This is an optimization exercise on Yosys and OpenROAD, whose aim is small area, a short achievable clock period and few clock cycles per item, not a production implementation. No functional check of the RTL was part of any run shown here. Power figures rest on the tool's default switching activity, not on a simulated workload.

==> flow/design.v, too long to show whole: its modules and the start of the top module <==
// module barrier_basket_payoff: 1583 lines
module barrier_basket_payoff (
  input  wire          clk_i,
  input  wire          rst_ni,
  input  wire          cfg_we_i,
  input  wire  [1:0]   cfg_idx_i,
  input  wire  [15:0]  cfg_data_i,
  input  wire          s_axis_tvalid,
  output logic         s_axis_tready,
  input  wire  [127:0] s_axis_tdata,
  input  wire          s_axis_tuser,
  input  wire          s_axis_tlast,
  output logic         m_axis_tvalid,
  input  wire          m_axis_tready,
  output logic [31:0]  m_axis_tdata,
  output logic         m_axis_tuser
);
  // ...
==> flow/flow/run.sh <==
#!/bin/bash
set -euo pipefail
bash standard.sh SETUP_SLACK_MARGIN=5.4 finish > std_flow.log 2>&1
==> flow/standard.sh <==
#!/bin/bash
# synth_recipe.tcl (not shown) runs the flow's synth.tcl, then flattens the netlist and writes it again
# the make line also repeats each setting of config.mk as NAME=value (left out here)
make -C /OpenROAD-flow-scripts/flow DESIGN_CONFIG=/design/flow/config.mk WORK_HOME=/design/flow/orfs CLKGATE_MAP_FILE= SYNTH_SCRIPT=/design/flow/synth_recipe.tcl "${@:-finish}"
==> flow/config.mk <==
export PLATFORM = sky130hd
export DESIGN_NAME = barrier_basket_payoff
export DESIGN_NICKNAME = barrier_basket_payoff
export VERILOG_FILES = /design/flow/design.v
export SDC_FILE = /design/flow/constraint.sdc
export NUM_CORES = 4
export LEC_CHECK = 0
export CAP_MARGIN = 20
export CORE_MARGIN = 2
export CORE_UTILIZATION = 55
export CTS_BUF_LIST = sky130_fd_sc_hd__clkbuf_4 sky130_fd_sc_hd__clkbuf_8
export SETUP_SLACK_MARGIN = 5
export SLEW_MARGIN = 20
export TNS_END_PERCENT = 100
==> flow/constraint.sdc <==
create_clock -name core_clock -period 8.5 [get_ports {clk_i}]
set_input_delay 1.7000 -clock core_clock [delete_from_list [all_inputs] [get_ports {clk_i}]]
set_output_delay 1.7000 -clock core_clock [all_outputs]
set_load 0.01 [all_outputs]
==> impl_summary.txt, run 1 <==
----------------------------------------------------
[Outcome]
  Outcome ... finished clean

[Layout]
  Commonest cells after routing, fill and taps aside ... sky130_fd_sc_hd__dfxtp_1 (1501), sky130_fd_sc_hd__a22oi_1 (642), sky130_fd_sc_hd__clkbuf_8 (372), sky130_fd_sc_hd__fa_1 (232), sky130_fd_sc_hd__xnor2_1 (226)
  FFs & Latches ... 1866
  Number of clock buffer instances in the layout ... 474
  Number of combinational gates with multiple inputs ... 2796
  Layout cells sized above 1 ... about 18%
  Top flop regs ... ring_q x1280, pd_q x80, r2_a_q x46

[Power and ir drop]
  Net load switching power ... 0.005791 W
  Clock net power ... 0.00809 W

[Critical path]
  Kind of end point of the critical path ... primary output
  Startpoint of the worst-slack reg-to-reg timing path ... r2_a_q[4]$_DFF_P_
  Worst setup path endpoint ... s_axis_tready

[Yosys]
  Xor and xnor fraction of the mapped netlist area ... 4.769%
  Area of the mapped netlist ... 66300 sq um
  Compound-cell area share of the yosys netlist ... 14.14%
  Sequential element share of the synthesized area ... ~60%
  Cell accounting for the most synthesized area ... sky130_fd_sc_hd__dfxtp_1

[Global routing]
  Pin count of the biggest net entering global routing ... 89
  GR Layer Usage met1 ... 39.85%
  Number of antenna violations at the first check in global routing ... 8

[CTS]
  H-tree depth ... 5
  Insertion delay to the later sink of the worst-skew pair ... 0.99 ns

[Drt]
  Top routing layer in use ... met5
  Number of DRC violations after detailed-routing iteration 0 ... around 3500

[Die]
  Effective utilization at floorplan ... 55.34%

----------------------------------------------------
==> run 2, diff against run 1 <==
--- a/flow/design.v
+++ b/flow/design.v
@@ -194,17 +194,16 @@
     r1_lth_q <= r0_price_q[31:16] <  e_lo[31:16];
     r1_leh_q <= r0_price_q[31:16] <= e_lo[31:16];
     r1_ltl_q <= r0_price_q[15:0]  <  e_lo[15:0];
     r1_gth_q <= r0_price_q[31:16] >  e_hi[31:16];
     r1_geh_q <= r0_price_q[31:16] >= e_hi[31:16];
     r1_gtl_q <= r0_price_q[15:0]  >  e_hi[15:0];
   end
   logic [63:0] mul_a, mul_b, mul_c;
-  logic        brk2;
   logic pp_0_0;
   assign pp_0_0 = ((bone[0] & x[0])) ^ bneg[0];
   logic pp_0_1;
   assign pp_0_1 = ((bone[0] & x[1]) | (btwo[0] & x[0])) ^ bneg[0];
   logic pp_0_2;
   assign pp_0_2 = ((bone[0] & x[2]) | (btwo[0] & x[1])) ^ bneg[0];
   logic pp_0_3;
   assign pp_0_3 = ((bone[0] & x[3]) | (btwo[0] & x[2])) ^ bneg[0];
@@ -1486,120 +1485,90 @@
   assign fc_185 = (pps_5 & pp_6_31) | (pps_5 & pp_7_29) | (pp_6_31 & pp_7_29);
   logic hs_186;
   logic hc_186;
   assign hs_186 = pp_6_32 ^ pp_7_30;
   assign hc_186 = pp_6_32 & pp_7_30;
   assign mul_a = {1'b1, 1'b1, 1'b1, 1'b1, 1'b1, 1'b1, 1'b1, 1'b1, 1'b1, 1'b1, 1'b1, 1'b1, 1'b1, 1'b1, 1'b1, 1'b1, pps_7, pp_7_32, pps_6, 1'b1, hc_145, 1'b1, hc_143, fc_141, fc_139, fc_137, fc_135, fc_133, fc_131, fc_129, fc_127, fc_125, fc_123, fc_121, fc_119, fc_117, fc_115, fc_113, fc_111, fc_109, fc_107, fc_105, fc_103, fc_101, fc_99, fc_97, fc_95, fc_93, fc_91, fc_89, fc_87, fc_85, fc_83, hc_81, hc_79, hc_77, hc_76, hs_76, pp_2_1, pp_2_0, pp_0_3, pp_0_2, pp_0_1, pp_0_0};
   assign mul_b = {1'b0, 1'b0, 1'b0, 1'b0, 1'b0, 1'b0, 1'b0, 1'b0, 1'b0, 1'b0, 1'b0, 1'b0, 1'b0, 1'b0, 1'b0, 1'b0, 1'b0, 1'b1, pp_7_31, hs_186, fs_185, fs_184, fs_183, fs_182, fs_181, fs_180, fs_179, fs_178, fs_177, fs_176, fs_175, fs_174, fs_173, fs_172, fs_171, fs_170, fs_169, fs_168, fs_167, fs_166, fs_165, fs_164, fs_163, fs_162, fs_161, fs_160, fs_159, fs_158, fs_157, fs_156, fs_155, fs_154, fs_153, fs_152, fs_151, fs_150, fs_149, fs_148, hs_147, bneg[2], pp_1_1, pp_1_0, 1'b0, bneg[0]};
   assign mul_c = {1'b0, 1'b0, 1'b0, 1'b0, 1'b0, 1'b0, 1'b0, 1'b0, 1'b0, 1'b0, 1'b0, 1'b0, 1'b0, 1'b0, 1'b0, 1'b0, 1'b0, 1'b0, hc_186, fc_185, fc_184, fc_183, fc_182, fc_181, fc_180, fc_179, fc_178, fc_177, fc_176, fc_175, fc_174, fc_173, fc_172, fc_171, fc_170, fc_169, fc_168, fc_167, fc_166, fc_165, fc_164, fc_163, fc_162, fc_161, fc_160, fc_159, fc_158, fc_157, fc_156, fc_155, fc_154, fc_153, fc_152, fc_151, fc_150, fc_149, fc_148, hc_147, hc_146, hs_146, 1'b0, bneg[1], 1'b0, 1'b0};
-  assign brk2 = r1_chk_q & (r1_lth_q | (r1_leh_q & r1_ltl_q) |
-                            r1_gth_q | (r1_geh_q & r1_gtl_q));
   logic        r2_vl_q, r2_brk_q;
   logic [63:0] r2_a_q, r2_b_q, r2_c_q;
   always_ff @(posedge clk_i or negedge rst_ni) begin
     if (!rst_ni) begin
       r2_vl_q  <= 1'b0;
       r2_brk_q <= 1'b0;
     end else begin
       r2_vl_q  <= r1_vl_q;
-      r2_brk_q <= brk2;
+      r2_brk_q <= r1_chk_q & (r1_lth_q | (r1_leh_q & r1_ltl_q) |
+                              r1_gth_q | (r1_geh_q & r1_gtl_q));
     end
   end
   always_ff @(posedge clk_i) begin
     r2_a_q <= mul_a;
     r2_b_q <= mul_b;
     r2_c_q <= mul_c;
   end
-  logic [63:0] p_s, p_c;           
-  logic [31:0] lo_s, lo_c;
-  logic [32:0] lo_sum;
-  logic [31:0] acc_lo_q;
-  logic        acc_brk_q;
+  logic [63:0] p_s, p_c, prod;
+  logic        r2b_vl_q, r2b_brk_q;
+  logic [47:0] r2b_p_q;
   assign p_s  = r2_a_q ^ r2_b_q ^ r2_c_q;
   assign p_c  = {((r2_a_q[62:0] & r2_b_q[62:0]) | (r2_a_q[62:0] & r2_c_q[62:0]) |
                   (r2_b_q[62:0] & r2_c_q[62:0])), 1'b0};
-  assign lo_s = acc_lo_q ^ p_s[31:0] ^ p_c[31:0];
-  assign lo_c = {((acc_lo_q[30:0] & p_s[30:0]) | (acc_lo_q[30:0] & p_c[30:0]) |
-                  (p_s[30:0] & p_c[30:0])), 1'b0};
-  assign lo_sum = {1'b0, lo_s} + {1'b0, lo_c};
-  logic [31:0] hs_q, hc_q;         
-  logic        hy_q, hco_q;        
-  logic        r3_vl_q, r3_brk_q;
+  assign prod = p_s + p_c;
   always_ff @(posedge clk_i or negedge rst_ni) begin
     if (!rst_ni) begin
-      acc_lo_q  <= 32'd0;
-      acc_brk_q <= 1'b0;
-      hs_q      <= 32'd0;
-      hc_q      <= 32'd0;
-      hy_q      <= 1'b0;
-      hco_q     <= 1'b0;
-      r3_vl_q   <= 1'b0;
-      r3_brk_q  <= 1'b0;
+      r2b_vl_q  <= 1'b0;
+      r2b_brk_q <= 1'b0;
+      r2b_p_q   <= 48'd0;
     end else begin
-      acc_lo_q  <= r2_vl_q ? 32'd0 : lo_sum[31:0];
-      acc_brk_q <= ~r2_vl_q & (acc_brk_q | r2_brk_q);
-      hs_q      <= p_s[63:32];
-      hc_q      <= p_c[63:32];
-      hy_q      <= (acc_lo_q[31] & p_s[31]) | (acc_lo_q[31] & p_c[31]) | (p_s[31] & p_c[31]);
-      hco_q     <= lo_sum[32];
-      r3_vl_q   <= r2_vl_q;
-      r3_brk_q  <= acc_brk_q | r2_brk_q;
+      r2b_vl_q  <= r2_vl_q;
+      r2b_brk_q <= r2_brk_q;
+      r2b_p_q   <= prod[47:0];
     end
   end
-  logic [31:0] acc_hi_q, hi_s, hi_c, hi_sum;
-  assign hi_s   = acc_hi_q ^ hs_q ^ hc_q;
-  assign hi_c   = {((acc_hi_q[30:0] & hs_q[30:0]) | (acc_hi_q[30:0] & hc_q[30:0]) |
-                    (hs_q[30:0] & hc_q[30:0])), hy_q};
-  assign hi_sum = hi_s + hi_c + {31'd0, hco_q};
+  logic [63:0] acc_q, acc_d;
+  logic        acc_brk_q;
+  logic [51:0] res_hi_q;    
+  logic        res_z_q;     
+  logic        res_brk_q;
+  assign acc_d = acc_q + {{16{r2b_p_q[47]}}, r2b_p_q};
   always_ff @(posedge clk_i or negedge rst_ni) begin
     if (!rst_ni) begin
-      acc_hi_q <= 32'd0;
+      acc_q     <= 64'd0;
+      acc_brk_q <= 1'b0;
+      res_v_q   <= 1'b0;
     end else begin
-      acc_hi_q <= r3_vl_q ? 32'd0 : hi_sum;
+      acc_q     <= r2b_vl_q ? 64'd0 : acc_d;
+      acc_brk_q <= ~r2b_vl_q & (acc_brk_q | r2b_brk_q);
+      res_v_q   <= r2b_vl_q | (res_v_q & ~out_free);
     end
   end
-  logic [19:0] res_lo_q;    
-  logic        res_z_q;     
-  logic [31:0] res_hi_q;    
-  logic        res_brk_q;
-  logic [19:0] r3_lo_q;
-  logic        r3_z_q;
   always_ff @(posedge clk_i) begin
-    r3_lo_q <= lo_sum[31:12];
-    r3_z_q  <= (lo_sum[11:0] == 12'd0);
-    if (r3_vl_q) begin
-      res_lo_q  <= r3_lo_q;
-      res_z_q   <= r3_z_q;
-      res_hi_q  <= hi_sum;
-      res_brk_q <= r3_brk_q;
-    end
-  end
-  always_ff @(posedge clk_i or negedge rst_ni) begin
-    if (!rst_ni) begin
-      res_v_q <= 1'b0;
-    end else begin
-      res_v_q <= r3_vl_q | (res_v_q & ~out_free);
+    if (r2b_vl_q) begin
+      res_hi_q  <= acc_d[63:12];
+      res_z_q   <= (acc_d[11:0] == 12'd0);
+      res_brk_q <= acc_brk_q | r2b_brk_q;
     end
   end
   logic [19:0] u0;
   logic [16:0] d16;
   logic        b, nz, neg, sat;
   logic [31:0] payoff;
   logic [31:0] out_data_q;
   logic        out_ko_q;
-  assign u0  = res_hi_q[31:12];
-  assign d16 = {1'b0, res_hi_q[11:0], res_lo_q[19:16]} - {1'b0, strike_q};
+  assign u0  = res_hi_q[51:32];
+  assign d16 = {1'b0, res_hi_q[31:16]} - {1'b0, strike_q};
   assign b   = d16[16];
   assign neg = b ? ((u0 == 20'd0) | (u0[19] & (u0 != 20'h80000))) : u0[19];
   assign sat = b ? (u0[18:0] != 19'd1) : (u0[18:0] != 19'd0);
   assign nz  = (b ? (u0 != 20'd1) : (u0 != 20'd0)) | (d16[15:0] != 16'd0) |
-               (res_lo_q[15:0] != 16'd0) | ~res_z_q;
+               (res_hi_q[15:0] != 16'd0) | ~res_z_q;
   assign payoff = (res_brk_q | ~nz | neg) ? 32'd0 :
-                  sat ? 32'hFFFF_FFFF : {d16[15:0], res_lo_q[15:0]};
+                  sat ? 32'hFFFF_FFFF : {d16[15:0], res_hi_q[15:0]};
   always_ff @(posedge clk_i or negedge rst_ni) begin
     if (!rst_ni) begin
       out_v_q <= 1'b0;
     end else begin
       out_v_q <= res_v_q | (out_v_q & ~m_axis_tready);
     end
   end
   always_ff @(posedge clk_i) begin
==> flow/flow/run.sh (replaced) <==
#!/bin/bash
# Standard ORFS layout through the standard.sh (unchanged synthesis and
# SDC); only the cell used for the port buffers is chosen here.
set -euo pipefail
bash standard.sh "BUFFER_PORTS_ARGS=-buffer_cell sky130_fd_sc_hd__buf_2" finish > std_flow.log 2>&1
==> flow/config.mk (replaced) <==
export PLATFORM = sky130hd
export DESIGN_NAME = barrier_basket_payoff
export DESIGN_NICKNAME = barrier_basket_payoff
export VERILOG_FILES = /design/flow/design.v
export SDC_FILE = /design/flow/constraint.sdc
export NUM_CORES = 4
export LEC_CHECK = 0
export CAP_MARGIN = 20
export CORE_MARGIN = 2
export CORE_UTILIZATION = 55
export SETUP_SLACK_MARGIN = 5
export SLEW_MARGIN = 20
export TNS_END_PERCENT = 100
==> run 2 against run 1 <==
Routed wire length decreased by 3.8%. Die area increased by 1.7%. Clock power fell by 1%. Cell area shrank 2.4%. Critical path depth is 11 higher. Clock skew shrank 0.012 ns. Hold slack improved by 0.021 ns. Flip-flop and latch count is 7 lower.
==> impl_summary.txt, run 2 <==
----------------------------------------------------
[Power and ir drop]
  Logic pwr share ... 5.8%
  LEAKAGE ... 32.01 nW
  Power density over the cells ... 262.6 nW/um^2
  Int Power ... 0.01526 W
  Power after layout ... 0.02011 W
  Net load switching power ... 0.004857 W (-16%)
  Net switching share of the total power ... 24.15%
  Part of the power in registers ... about 54%
  Clock power frac ... between 30 and 40%
  Max VDD drop ... 0.2909 mV

[Worst hold path]
  Class of the worst hold path ... flip-flop to flip-flop

[CTS]
  Clk slew on worst S/H paths ... 0.06 ns
  Number of sinks driven by the clock tree ... 1859
  Insertion delay to the later sink of the worst-skew pair ... 0.80 ns (-0.19 ns)
  Clk root buf ... sky130_fd_sc_hd__clkbuf_16
  H-tree depth ... 4 (-1)
  Clock tree from TritonCTS ... built
  Max Buffers Root-to-Sink ... 3
  Total CTS buffers ... 179

[Timing]
  Highest clock rate ... 0.2860 GHz
  Clock period minus worst slack ... 3.497 ns
  Setup repair after global routing missed its margin ... yes
  Total setup violations reported at the end of the flow ... 0
  Tightest hold margin ... approximately 0.32 ns
  Measured slew at the worst slew-check pin ... between 1 and 1.5 ns
  Remaining max-slew budget at the tightest pin ... 29.29%
  Post-Route Skew ... 0.05146 ns
  Post-Route Setup TNS ... 0 ns
  Period utilization ... 41.14%
  Max-slew violations ... 0
  Final count of hold timing violations ... 0

[Global routing]
  Pin count of the biggest net entering global routing ... 111 (+25%)
  Overflow after GRT ... 0
  Via count of the first global-routing pass ... ~44000
  Number of antenna violations at the first check in global routing ... 5 (-3)
  GRT Resource Usage Total ... 27.80%
  First-pass GRT wire length ... around 270 mm

[Die]
  Overall die width ... approximately 350 microns
  Floorplan Core Area ... between 100000 and 150000 sq um
  Row count ... 128
  Effective utilization at floorplan ... 55.38% (about the same)
  Die Ht ... 354.1 microns
  Die ar. ... 125400 sq um
  Number of primary I/O pins ... 188

[Yosys]
  Cell accounting for the most synthesized area ... sky130_fd_sc_hd__dfxtp_1
  Most instantiated flip-flop cell in the synthesis netlist ... sky130_fd_sc_hd__dfxtp_1
  Synth async-reset ratio ... between 10 and 15%
  Top cells by count, synth ... sky130_fd_sc_hd__dfxtp_1 (1502), sky130_fd_sc_hd__a22oi_1 (662), sky130_fd_sc_hd__xnor2_1 (280)
  Distinct cells, synth ... 79
  Flip-flop and latch count after synthesis ... 1859
  Synth top area cells ... sky130_fd_sc_hd__dfxtp_1 (45%), sky130_fd_sc_hd__edfxtp_1 (7.6%), sky130_fd_sc_hd__a22oi_1 (7.4%)
  Sequential element share of the synthesized area ... 59.13% (-1.1 points)
  Number of warnings reported in the yosys synthesis log ... 1
  Synthesized net count ... 6078
  Area of the mapped netlist ... 67410 sq um (+1.7%)
  Post-synth top area share ... 44.61%
  Avg Cell Area, Syn ... ~12 sq um
  Post-synth EDFFs ... 170
  Cell with the most instances after synthesis ... sky130_fd_sc_hd__dfxtp_1
  Gate count after technology mapping ... between 5000 and 6000

[Critical path]
  Data required, critical path ... 9.16 ns
  Kind of end point of the critical path ... flip-flop
  Data arrival at the endpoint of the critical path ... approximately 4.2 ns
  Worst path bufs/invs ... 0
  Crit Path Category ... flip-flop to flip-flop
  Crit path max fanout ... 5
  Slowest stage delay, CP ... ~0.55 ns
  Family of cells with the greatest summed delay on the critical path ... compound AO/OA/AOI/OAI gates
  Worst setup SP type ... flip-flop
  Crit path cell chain ... fa_1 > ha_2 > nand4_1 > a21oi_4 > o311ai_2 > o211ai_1 > nand3_1 > a31oi_2 > a221o_1 > a221oi_2 > o21ai_0 > xor2_1
  CP max stage cell ... sky130_fd_sc_hd__fa_1

[Layout]
  Number of nets in the final layout ... a little over 6000
  Top flop regs ... ring_q x1280, pd_q x80, acc_q x64
  Commonest cells after routing, fill and taps aside ... sky130_fd_sc_hd__dfxtp_1 (1486), sky130_fd_sc_hd__a22oi_1 (661), sky130_fd_sc_hd__xnor2_1 (278), sky130_fd_sc_hd__ha_1 (239), sky130_fd_sc_hd__inv_1 (198)
  Layout cells sized above 1 ... 13.07% (-4.7 points)
  Cell area after layout ... ~77000 sq um
  Multi-input combinational cell area ... 25920 sq um
  Final-layout fill cell count ... 9609
  Most common library cell in the layout ignoring fill and taps ... sky130_fd_sc_hd__dfxtp_1
  Area taken by flip-flops and latches ... 39930 sq um
  Area growth syn-to-layout ... 13.63%
  Flip-flop count of the largest register after layout ... 1280
  Largest reg by FF count ... ring_q

[Drt]
  Number of DRC violations after detailed-routing iteration 0 ... 3622 (+3.0%)
  Average via count per standard cell ... 5.834
  Number of detailed-routing iterations run before antenna repair ... 6
  Number of design rule violations left after detail routing ... 0
  Wire length reported by the detailed router ... 177.3 mm
  Final antenna-violating net count ... 0
  Wire per inst ... 24.03 microns
  Total number of vias ... approximately 43000

[Placement]
  Standard cell area after detailed placement ... between 60000 and 70000 sq um
  Routability-driven placement congestion ratio ... around 0.83
  Total half-perimeter wirelength after legalization and detailed placement ... 108.0 mm
  Number of port buffers ... 185

[Outcome]
  Outcome ... finished clean

[Run]
  Total of max-cap violations ... 0

----------------------------------------------------
run 2: worst paths after layout:
kind | to | slack [ns] | startpoint | cells after the start
setup / recovery | r2b_p_q[46]$_DFF_PN0_ | 5.00 | r2_a_q[4]$_DFF_P_ | 12
hold / removal | ring_q[814]$_DFF_P_ | 0.32 | ring_q[894]$_DFF_P_ | 0
setup reg to reg | r2b_p_q[46]$_DFF_PN0_ | 5.00 | r2_a_q[4]$_DFF_P_ | 12
hold reg to reg | ring_q[814]$_DFF_P_ | 0.32 | ring_q[894]$_DFF_P_ | 0
max in group asynchronous | bone[5]$_DFF_PN0_ | 5.84 | rst_ni | 2
min in group asynchronous | em1_q[6]$_DFFE_PN0P_ | 0.98 | rst_ni | 1
run 2: final cells by class:
cell class,count,share of cell area [%]
flip-flops and latches,1859,52.14
multi-input cells,3080,33.84
clock buffers,274,6.895
well taps,1625,2.654
repair buffers,274,2.452
clock inverters,58,1.023
inverters,203,0.9948
diodes,2,0.006534
run 2: per-layer routing:
metal / routed length [microns] / global-route usage (%) / up-vias / part of all wire [%]
met5: 0 / 0 / - / 0
met4: 4472 / 8.678 / 0 / 2.5
met3: 9420 / 3.814 / 291 / 5.3
met2: 85700 / 46.72 / 1334 / 48
met1: 77660 / 37.38 / 21440 / 44
li1: - / - / 19960 / -
run 2: power groups by stage:
stage / logic [W] / registers [W] / clock network (W)
after global placement: 0.00113 / 0.0111 / 0
after detailed placement: 0.00114 / 0.0111 / 0
after global routing: 0.00129 / 0.0110 / 0.00850
after floorplan: 0.000725 / 0.0108 / 0
after CTS: 0.00116 / 0.0109 / 0.00814
final: 0.00117 / 0.0109 / 0.00801
run 2: through the flow:
stage	worst slack, ns	instances	utilization (%)
2_1_floorplan	5.037	5481	-
3_3_place_gp	4.314	7009	57.29
3_5_place_dp	4.276	7009	57.29
4_1_cts	4.935	7351	62.51
5_1_grt	4.844	7373	62.92
6_report	5.003	7375	62.93
run 2: repair_timing:
item	CTS	global route
pin swaps	8	19
cloned	0	1
hold buffers	0	0
setup endpoints to repair	32	60
endpoints found under the hold margin	0	0
gates resized for setup	36	58
setup buffers	10	21
run 2: logic make-up (layout without fill, tap and decap cells):
logic type               Yosys count  in the layout  share of synthesized area [%]
flip-flops                      1859           1859                          59.13
AO/OA/AOI/OAI                   1398           1398                          15.21
adder cells (fa/ha/maj)          444            444                          10.35
multiplexers                      89             89                          1.492
AND/OR/NAND/NOR                  742            742                          5.504
XOR/XNOR                         407            407                          5.288
buffers and inverters            542            809                          3.035
other                              0              2                              0
==> run 3, diff against run 2 <==
==> flow/run.sh (new file) <==
#!/bin/bash
# synth_recipe.tcl (not shown) runs the flow's synth.tcl, then flattens the netlist and writes it again
# the make line also repeats each setting of config.mk as NAME=value (left out here)
make -C /OpenROAD-flow-scripts/flow DESIGN_CONFIG=/design/flow/config.mk WORK_HOME=/design/flow/orfs CLKGATE_MAP_FILE= SYNTH_SCRIPT=/design/flow/synth_recipe.tcl finish
removed: flow/flow/run.sh
removed: flow/standard.sh
==> run 3 against run 2 <==
Clock skew decreased by 0.019 ns. Synthesized area unchanged. Critical endpoint is now r2b_p_q[47]$_DFF_PN0_. First-iteration DRC count increased by 2.5%. Critical path type unchanged. Still clean on timing, DRC and antenna.
==> impl_summary.txt, run 3 <==
----------------------------------------------------
[Outcome]
  Outcome ... finished clean

[Yosys]
  Post-synth EDFFs ... 170 (unchanged)
  Cell accounting for the most synthesized area ... sky130_fd_sc_hd__dfxtp_1
  Flip-flop and latch count after synthesis ... 1859 (unchanged)
  Fraction of the mapped netlist area in simple logic gates ... 5.504% (unchanged)
  Sequential element share of the synthesized area ... 59.13% (unchanged)
  Multiplexer area fraction after synthesis ... 1.492% (unchanged)
  Gate count after technology mapping ... 5481 (unchanged)
  Cell with the most instances after synthesis ... sky130_fd_sc_hd__dfxtp_1
  Xor and xnor fraction of the mapped netlist area ... 5.288% (unchanged)
  Top cells by count, synth ... sky130_fd_sc_hd__dfxtp_1 (1502), sky130_fd_sc_hd__a22oi_1 (662), sky130_fd_sc_hd__xnor2_1 (280)
  Most instantiated flip-flop cell in the synthesis netlist ... sky130_fd_sc_hd__dfxtp_1
  Number of warnings reported in the yosys synthesis log ... 1 (unchanged)
  Compound-cell area share of the yosys netlist ... 15.21% (unchanged)
  Dominant combinational cell family by area after synthesis ... compound AO/OA/AOI/OAI gates
  Avg Cell Area, Syn ... 12.30 sq um (unchanged)
  Distinct cells, synth ... 79 (unchanged)
  Synth top area cells ... sky130_fd_sc_hd__dfxtp_1 (45%), sky130_fd_sc_hd__edfxtp_1 (7.6%), sky130_fd_sc_hd__a22oi_1 (7.4%)
  Synth async-reset ratio ... 10.06% (unchanged)
  Post-synth top area share ... 44.61% (unchanged)
  Area share of fa/ha/maj cells after synthesis ... 10.35% (unchanged)
  Area of the mapped netlist ... 67410 sq um (unchanged)
  Synthesized net count ... 6078 (unchanged)

[Critical path]
  Slowest stage delay, CP ... 0.60 ns (+0.05 ns)
  Crit Path Category ... flip-flop to flip-flop
  Worst setup SP type ... flip-flop
  Crit path cell chain ... fa_1 > ha_2 > and3_1 > a221o_1 > a31o_2 > a21o_1 > a21oi_2 > o41ai_4 > buf_4 > a211oi_4 > o41ai_2 > a21oi_1 > xnor2_1
  Kind of end point of the critical path ... flip-flop
  Data arrival at the endpoint of the critical path ... 4.23 ns (+0.08 ns)
  Worst setup path start ... r2_a_q[27]$_DFF_P_
  Startpoint of the worst-slack reg-to-reg timing path ... r2_a_q[27]$_DFF_P_
  Crit path max fanout ... 5 (unchanged)
  Data required, critical path ... 9.22 ns (+0.06 ns)
  CP max stage cell ... sky130_fd_sc_hd__fa_1

[CTS]
  Max Buffers Root-to-Sink ... 3 (unchanged)
  Number of sinks driven by the clock tree ... 1859 (unchanged)
  Clk slew on worst S/H paths ... 0.06 ns (about the same)
  Clk root buf ... sky130_fd_sc_hd__clkbuf_16
  H-tree depth ... 4 (unchanged)
  Insertion delay to the later sink of the worst-skew pair ... 0.81 ns (about the same)
  Total CTS buffers ... 178 (-0.56%)
  Clock tree from TritonCTS ... built

[Die]
  Effective utilization at floorplan ... 55.38% (unchanged)
  Overall die width ... 354.1 microns (unchanged)
  Die Ht ... 354.1 microns (unchanged)
  Row count ... 128 (unchanged)
  Floorplan Core Area ... 121700 sq um (unchanged)
  Number of primary I/O pins ... 188 (unchanged)
  Die ar. ... 125400 sq um (unchanged)

[Layout]
  Antenna cell count ... 0 (-2)
  Final-layout fill cell count ... 9430 (-1.9%)
  Top flop regs ... ring_q x1280, pd_q x80, acc_q x64
  Largest reg by FF count ... ring_q
  Number of nets in the final layout ... 6199 (+0.081%)
  Utilization after layout ... 63.90% (+0.98 points)
  Fin cells ... 7379 (+0.054%)
  Commonest cells after routing, fill and taps aside ... sky130_fd_sc_hd__dfxtp_1 (1486), sky130_fd_sc_hd__a22oi_1 (661), sky130_fd_sc_hd__xnor2_1 (277), sky130_fd_sc_hd__ha_1 (239), sky130_fd_sc_hd__inv_1 (198)
  Most common library cell in the layout ignoring fill and taps ... sky130_fd_sc_hd__dfxtp_1
  Layout cells sized above 1 ... 10.39% (-2.7 points)
  Flip-flop count of the largest register after layout ... 1280 (unchanged)
  Area growth syn-to-layout ... 15.39%

[Timing]
  Post-Route Skew ... 0.03280 ns (-0.01867 ns)
  Setup repair after global routing missed its margin ... yes
  Remaining max-slew budget at the tightest pin ... 31.15% (+1.9 points)
  Measured slew at the worst slew-check pin ... 1.033 ns (-0.01807 ns)
  Max-slew violations ... 0 (unchanged)
  Total setup violations reported at the end of the flow ... 0 (unchanged)
  Post-Route Setup TNS ... 0 ns (unchanged)
  Tightest hold margin ... 0.3271 ns (+0.002550 ns)
  Period utilization ... 41.31% (+0.17 points)
  Clock period minus worst slack ... 3.511 ns (+0.01474 ns)
  Final count of hold timing violations ... 0 (unchanged)
  Highest clock rate ... 0.2848 GHz (-0.42%)

[Power and ir drop]
  Clock power frac ... 40.0% (+0.2 points)
  Net load switching power ... 0.004925 W (+1.4%)
  Net switching share of the total power ... 24.25% (+0.10 points)
  Part of the power in registers ... 53.9% (-0.4 points)
  Int Power ... 0.01539 W (+0.85%)
  LEAKAGE ... 32.11 nW (+0.30%)
  Power density over the cells ... 261.1 nW/um^2 (-0.56%)
  Logic pwr share ... 6.1% (+0.3 points)
  Max VDD drop ... 0.3443 mV (+18%)

[Drt]
  Final antenna-violating net count ... 0 (unchanged)
  Wire per inst ... 24.47 microns (+1.8%)
  Number of DRC violations after detailed-routing iteration 0 ... 3714 (+2.5%)
  Number of design rule violations left after detail routing ... 0 (unchanged)
  Number of detailed-routing iterations run before antenna repair ... 8 (+2)
  Total number of vias ... 43360 (+0.77%)
  Average via count per standard cell ... 5.876 (+0.72%)
  Wire length reported by the detailed router ... 180.5 mm (+1.9%)

[Global routing]
  Number of antenna violations at the first check in global routing ... 6 (+1)
  Overflow after GRT ... 0 (unchanged)
  Via count of the first global-routing pass ... 44520 (+0.88%)
  First-pass GRT wire length ... 268.9 mm (+0.70%)
  GRT Resource Usage Total ... 28.02% (+0.22 points)
  Pin count of the biggest net entering global routing ... 145 (+31%)

[Placement]
  Routability-driven placement congestion ratio ... 0.8539 (+2.3%)
  Total half-perimeter wirelength after legalization and detailed placement ... 108.0 mm (about the same)
  Number of port buffers ... 185 (unchanged)
  Cell count after placement ... 7011 (+0.029%)

[Worst hold path]
  Launch point of the worst hold path ... ring_q[502]$_DFF_P_
  Class of the worst hold path ... flip-flop to flip-flop

[Run]
  Total of max-cap violations ... 0 (unchanged)

----------------------------------------------------
-- run 3: changes by cell type in the layout (fill, tap and decap cells not counted), sizes merged --
cell and delta:
buf -180, clkdlybuf4s50 +180, clkbuf -25, clkinv +17
clkinvlp +5, inv +4, bufinv +2, diode -2
dlygate4sd2 +2, dlymetal6s2s +1
-- run 3: routing by layer --
metal / wire length, microns / vias to the layer above / track usage (%) / share of wire (%)
li1: - / 19960 / - / -
met4: 5510 / 6 / 9.695 / 3.1
met3: 10600 / 325 / 4.655 / 5.9
met2: 85040 / 1479 / 46.06 / 47
met5: 43 / - / 0 / 0.024
met1: 79350 / 21590 / 37.65 / 44
-- run 3: final timing paths --
path                       slack (ns)               endpoint  cells after the start
setup / recovery                 4.99  r2b_p_q[47]$_DFF_PN0_                     13
hold / removal                   0.33    ring_q[422]$_DFF_P_                      0
setup reg to reg                 4.99  r2b_p_q[47]$_DFF_PN0_                     13
hold reg to reg                  0.33    ring_q[422]$_DFF_P_                      0
max in group asynchronous        6.48  r2b_p_q[47]$_DFF_PN0_                      2
min in group asynchronous        0.83   em1_q[6]$_DFFE_PN0P_                      1
-- run 3: through the flow --
stage | setup WS [ns] | instance area [sq um] | total power, W
after floorplan | 5.037 | 67440 | 0.01152
after global placement | 4.242 | 70700 | 0.01227
after detailed placement | 4.211 | 70700 | 0.01229
after CTS | 4.922 | 77190 | 0.02040
after global routing | 4.888 | 77780 | 0.02104
final | 4.989 | 77780 | 0.02031
-- run 3: layout make-up --
class	count	area, sq um	area share (%)
sequential	1859	39930	51.34
timing repair buffer	280	2917	3.750
inverter	203	762.0	0.9796
clock inverter	86	933.4	1.200
multi-input combinational	3080	25980	33.40
tap	1625	2033	2.614
clock buffer	246	5223	6.714
-- run 3: cells by family after synthesis --
logic type,after synthesis
AOI/OAI and AO/OA,1398
buffers and inverters,542
adders and majority gates,444
and+or+nand+nor,742
DFF,1859
muxes,89
xor gates and xnor gates,407
-- run 3: what timing repair did --
action                     4_1_cts  5_1_grt
gates resized for setup         40       63
gates cloned                     0        2
hold buffers                     0        0
pin swaps                       10       24
setup endpoints to repair       40       81
buffers inserted                13       21
-- run 3: worst max-delay path: cells and delay by family, from the launching register on --
family | cells | cell delay (ns)
flip-flops | 1 | 0.32
AO/OA/AOI/OAI | 8 | 1.65
adder cells (fa/ha/maj) | 2 | 0.93
XOR/XNOR | 1 | 0.14
AND/OR/NAND/NOR | 1 | 0.23
buffers and inverters | 1 | 0.17
-- run 3: power groups by stage --
stage / Sequential, W / Combinational (W) / Clock, W
floorplan: 0.0108 / 0.000725 / 0
global placement: 0.0111 / 0.00119 / 0
detailed placement: 0.0111 / 0.00120 / 0
CTS: 0.0109 / 0.00122 / 0.00826
global route: 0.0111 / 0.00136 / 0.00863
finish: 0.0109 / 0.00124 / 0.00813
==> run 4, diff against run 3 <==
==> flow/flow/run.sh (new file) <==
#!/bin/bash
set -euo pipefail
bash standard.sh "BUFFER_PORTS_ARGS=-buffer_cell sky130_fd_sc_hd__buf_2" \
  SETUP_SLACK_MARGIN=5.4 finish > std_flow.log 2>&1
==> flow/standard.sh (new file) <==
#!/bin/bash
# synth_recipe.tcl (not shown) runs the flow's synth.tcl, then flattens the netlist and writes it again
# the make line also repeats each setting of config.mk as NAME=value (left out here)
make -C /OpenROAD-flow-scripts/flow DESIGN_CONFIG=/design/flow/config.mk WORK_HOME=/design/flow/orfs CLKGATE_MAP_FILE= SYNTH_SCRIPT=/design/flow/synth_recipe.tcl "${@:-finish}"
removed: flow/run.sh
==> run 4 against run 3 <==
Global-route usage is 1.3 points higher. Utilization up 1.2 points. Register-to-register slack better by 0.07 ns. Clock skew down 0.0040 ns. Setup slack better by 0.066 ns. Critical endpoint is now r2b_p_q[42]$_DFF_PN0_. Critical path type unchanged. Synthesized area did not move. Fmax grew 1.9%. Via count is 1.9% higher.
==> impl_summary.txt, run 4 <==
----------------------------------------------------
[Yosys]
  Cell accounting for the most synthesized area ... sky130_fd_sc_hd__dfxtp_1
  Number of warnings reported in the yosys synthesis log ... 1 (unchanged)
  Post-synth EDFFs ... 170 (unchanged)
  Flip-flop and latch count after synthesis ... 1859 (unchanged)
  Fraction of the mapped netlist area in simple logic gates ... 5.504% (unchanged)
  Xor and xnor fraction of the mapped netlist area ... 5.288% (unchanged)
  Area of the mapped netlist ... 67410 sq um (unchanged)
  Avg Cell Area, Syn ... 12.30 sq um (unchanged)
  Distinct cells, synth ... 79 (unchanged)
  Area share of fa/ha/maj cells after synthesis ... 10.35% (unchanged)
  Synth async-reset ratio ... 10.06% (unchanged)
  Cell with the most instances after synthesis ... sky130_fd_sc_hd__dfxtp_1
  Top cells by count, synth ... sky130_fd_sc_hd__dfxtp_1 (1502), sky130_fd_sc_hd__a22oi_1 (662), sky130_fd_sc_hd__xnor2_1 (280)
  Most instantiated flip-flop cell in the synthesis netlist ... sky130_fd_sc_hd__dfxtp_1
  Compound-cell area share of the yosys netlist ... 15.21% (unchanged)
  Sequential element share of the synthesized area ... 59.13% (unchanged)
  Synthesized net count ... 6078 (unchanged)
  Dominant combinational cell family by area after synthesis ... compound AO/OA/AOI/OAI gates
  Gate count after technology mapping ... 5481 (unchanged)
  Multiplexer area fraction after synthesis ... 1.492% (unchanged)
  Post-synth top area share ... 44.61% (unchanged)
  Synth top area cells ... sky130_fd_sc_hd__dfxtp_1 (45%), sky130_fd_sc_hd__edfxtp_1 (7.6%), sky130_fd_sc_hd__a22oi_1 (7.4%)

[Die]
  Number of primary I/O pins ... 188 (unchanged)
  Overall die width ... 354.1 microns (unchanged)
  Die Ht ... 354.1 microns (unchanged)
  Die ar. ... 125400 sq um (unchanged)
  Effective utilization at floorplan ... 55.38% (unchanged)
  Row count ... 128 (unchanged)
  Floorplan Core Area ... 121700 sq um (unchanged)

[Placement]
  Standard cell area after detailed placement ... 69880 sq um (-1.2%)
  Routability-driven placement congestion ratio ... 0.8500 (-0.46%)
  Number of port buffers ... 185 (unchanged)
  Total half-perimeter wirelength after legalization and detailed placement ... 111.1 mm (+2.9%)
  Cell count after placement ... 7020 (+0.13%)

[Outcome]
  Outcome ... finished clean

[CTS]
  Total CTS buffers ... 182 (+2.2%)
  Number of sinks driven by the clock tree ... 1859 (unchanged)
  Clk root buf ... sky130_fd_sc_hd__clkbuf_16
  Clock tree from TritonCTS ... built
  Clk slew on worst S/H paths ... 0.06 ns (about the same)
  H-tree depth ... 4 (unchanged)
  Hold-fix buffers, CTS ... 0 (unchanged)
  Max Buffers Root-to-Sink ... 3 (unchanged)
  Insertion delay to the later sink of the worst-skew pair ... 0.81 ns (about the same)

[Power and ir drop]
  Power density over the cells ... 257.5 nW/um^2 (-1.4%)
  Power after layout ... 0.02040 W (+0.44%)
  Max VDD drop ... 0.2203 mV (-36%)
  LEAKAGE ... 32.98 nW (+2.7%)

[Drt]
  Final antenna-violating net count ... 0 (unchanged)
  Number of detailed-routing iterations run before antenna repair ... 6 (-2)
  Average via count per standard cell ... 5.897 (+0.37%)
  Wire per inst ... 25.07 microns (+2.5%)
  Number of DRC violations after detailed-routing iteration 0 ... 4027 (+8.4%)
  Number of design rule violations left after detail routing ... 0 (unchanged)
  Total number of vias ... 44180 (+1.9%)
  Wire length reported by the detailed router ... 187.8 mm (+4.0%)

[Critical path]
  Crit path max fanout ... 4 (-1)
  Cell occurring most often along the worst timing path ... sky130_fd_sc_hd__buf_4
  Worst setup SP type ... flip-flop
  Worst path bufs/invs ... 2 (+1)
  CP max stage cell ... sky130_fd_sc_hd__fa_1
  Kind of end point of the critical path ... flip-flop
  Data arrival at the endpoint of the critical path ... 4.18 ns (-0.05 ns)
  Crit Path Category ... flip-flop to flip-flop
  Family of cells with the greatest summed delay on the critical path ... compound AO/OA/AOI/OAI gates
  Slowest stage delay, CP ... 0.59 ns (about the same)
  Crit path cell chain ... fa_1 > ha_4 > buf_4 > a21oi_4 > o31ai_2 > o311ai_4 > o211ai_1 > nand3_2 > a31oi_4 > a221o_1 > a221oi_4 > buf_4 > xnor2_1
  Data required, critical path ... 9.23 ns (about the same)
  Internal reg-to-reg setup slack ... 5.05 ns (+0.07 ns)

[Layout]
  Cell area after layout ... 79240 sq um (+1.9%)
  Area growth syn-to-layout ... 17.55%
  Final-layout fill cell count ... 9300 (-1.4%)
  Largest reg by FF count ... ring_q
  Layout cells sized above 1 ... 17.65% (+7.3 points)
  Flip-flop count of the largest register after layout ... 1280 (unchanged)
  Number of nets in the final layout ... 6309 (+1.8%)
  Top flop regs ... ring_q x1280, pd_q x80, acc_q x64
  Commonest cells after routing, fill and taps aside ... sky130_fd_sc_hd__dfxtp_1 (1466), sky130_fd_sc_hd__a22oi_1 (659), sky130_fd_sc_hd__xnor2_1 (265), sky130_fd_sc_hd__ha_1 (205), sky130_fd_sc_hd__inv_1 (195)
  Fin cells ... 7491 (+1.5%)
  Most common library cell in the layout ignoring fill and taps ... sky130_fd_sc_hd__dfxtp_1

[Timing]
  Highest clock rate ... 0.2903 GHz (+1.9%)
  Max-slew violations ... 0 (unchanged)
  Total setup violations reported at the end of the flow ... 0 (unchanged)
  Tightest hold margin ... 0.3372 ns (+0.01011 ns)
  Period utilization ... 40.53% (-0.78 points)
  Final count of hold timing violations ... 0 (unchanged)
  Measured slew at the worst slew-check pin ... 1.110 ns (+0.07681 ns)
  Setup repair after global routing missed its margin ... yes
  Remaining max-slew budget at the tightest pin ... 26.03% (-5.1 points)
  Post-Route Setup TNS ... 0 ns (unchanged)
  Clock period minus worst slack ... 3.445 ns (-0.06604 ns)
  Post-Route Skew ... 0.02877 ns (-0.004022 ns)

[Global routing]
  First-pass GRT wire length ... 279.6 mm (+4.0%)
  Via count of the first global-routing pass ... 45150 (+1.4%)
  Overflow after GRT ... 0 (unchanged)
  Number of antenna violations at the first check in global routing ... 3 (-3)
  GRT Resource Usage Total ... 29.37% (+1.3 points)
  Pin count of the biggest net entering global routing ... 95 (-34%)

[Run]
  Total of max-cap violations ... 0 (unchanged)

[Worst hold path]
  Class of the worst hold path ... flip-flop to flip-flop

----------------------------------------------------
## run 4: cell counts after synthesis
No cell type changed its count.
## run 4: cells by family after synthesis
| group | Yosys count |
|---|---|
| buf+inv | 542 |
| flops | 1859 |
| compound gates | 1398 |
| xor+xnor | 407 |
| simple gates | 742 |
| mux | 89 |
| fa+ha+maj | 444 |
## run 4: per-layer routing
metal	track usage, %	wire length [microns]	vias to the layer above
li1	-	-	20190
met1	39.41	80990	22130
met2	48.25	89290	1524
met3	4.356	10950	339
met4	11.15	6546	2
met5	0	13	-
## run 4: metrics by stage
stage	setup WS (ns)	util (%)
final	5.055	65.10
after global placement	4.434	57.41
after global routing	4.908	65.10
after CTS	4.831	64.00
after detailed placement	4.453	57.41
after floorplan	5.079	-
## run 4: report_power, final
group | total [W] | internal [W] | switching, W
Combinational | 0.00133 | 0.000519 | 0.000810
Clock | 0.00814 | 0.00466 | 0.00348
Sequential | 0.0109 | 0.0102 | 0.000754
Total | 0.0204 | 0.0154 | 0.00504
## run 4: what timing repair did
action                     4_1_cts  5_1_grt
cloned                           3        6
setup endpoints to repair      172      143
pin swaps                       51      116
gates resized for setup        200      182
setup buffers                   67       57
## run 4: path summary, 6_finish.rpt
check | depth (start not counted) | from | end
worst max-delay path | 13 | r2_c_q[9]$_DFF_P_ | r2b_p_q[42]$_DFF_PN0_
worst min-delay path | 0 | ring_q[815]$_DFF_P_ | ring_q[735]$_DFF_P_
worst max register to register | 13 | r2_c_q[9]$_DFF_P_ | r2b_p_q[42]$_DFF_PN0_
worst min register to register | 0 | ring_q[815]$_DFF_P_ | ring_q[735]$_DFF_P_
max in group asynchronous | 2 | rst_ni | bone[3]$_DFF_PN0_
min in group asynchronous | 1 | rst_ni | em1_q[2]$_DFFE_PN0P_
## run 4: layout make-up
type / instances / area (sq um) / share of cell area [%]
Inverter: 203 / 770.7 / 0.9727
Clock buffer: 259 / 5196 / 6.558
Timing Repair Buffer: 386 / 3223 / 4.068
Antenna cell: 1 / 2.502 / 0.003158
Clock inverter: 78 / 950.9 / 1.200
Tap cell: 1625 / 2033 / 2.566
Multi-Input combinational cell: 3080 / 27090 / 34.19
Sequential cell: 1859 / 39970 / 50.44

==> static timing again, ports no longer ideal <==
No port has a modelled driver above. Below, the same layouts with a new extraction and two added sets of constraints. Step 1, drivers: a clkbuf_16 drives clk_i and a buf_2 each remaining input, both assumed. Step 2 times the ports against the registers' clock, not the clock port: input delays grow and output delays shrink by t, the midpoint of the rising clock arrivals with the driver on. Slacks: ideal ports / drivers / drivers and shift; pairs: ideal ports / drivers.
run	shift t [ns]	setup WS [ns]	worst setup path at the end	latest minus earliest clock arrival (ns)	worst register clock-pin slew, ns
run 1	1.028	4.951 / 4.876 / 4.537	input to register	0.073 / 0.072	0.07 / 0.07
run 2	0.849	5.003 / 4.977 / 4.766	input to register	0.063 / 0.064	0.07 / 0.07
run 3	0.869	4.989 / 4.975 / 4.402	input to register	0.038 / 0.038	0.07 / 0.07
run 4	0.880	5.055 / 4.992 / 4.789	input to register	0.036 / 0.036	0.07 / 0.07
After both steps every run listed still meets setup and hold. For run 3, which loses most, drivers alone change the setup slack by -0.014 ns; drivers and shift together by -0.587 ns.
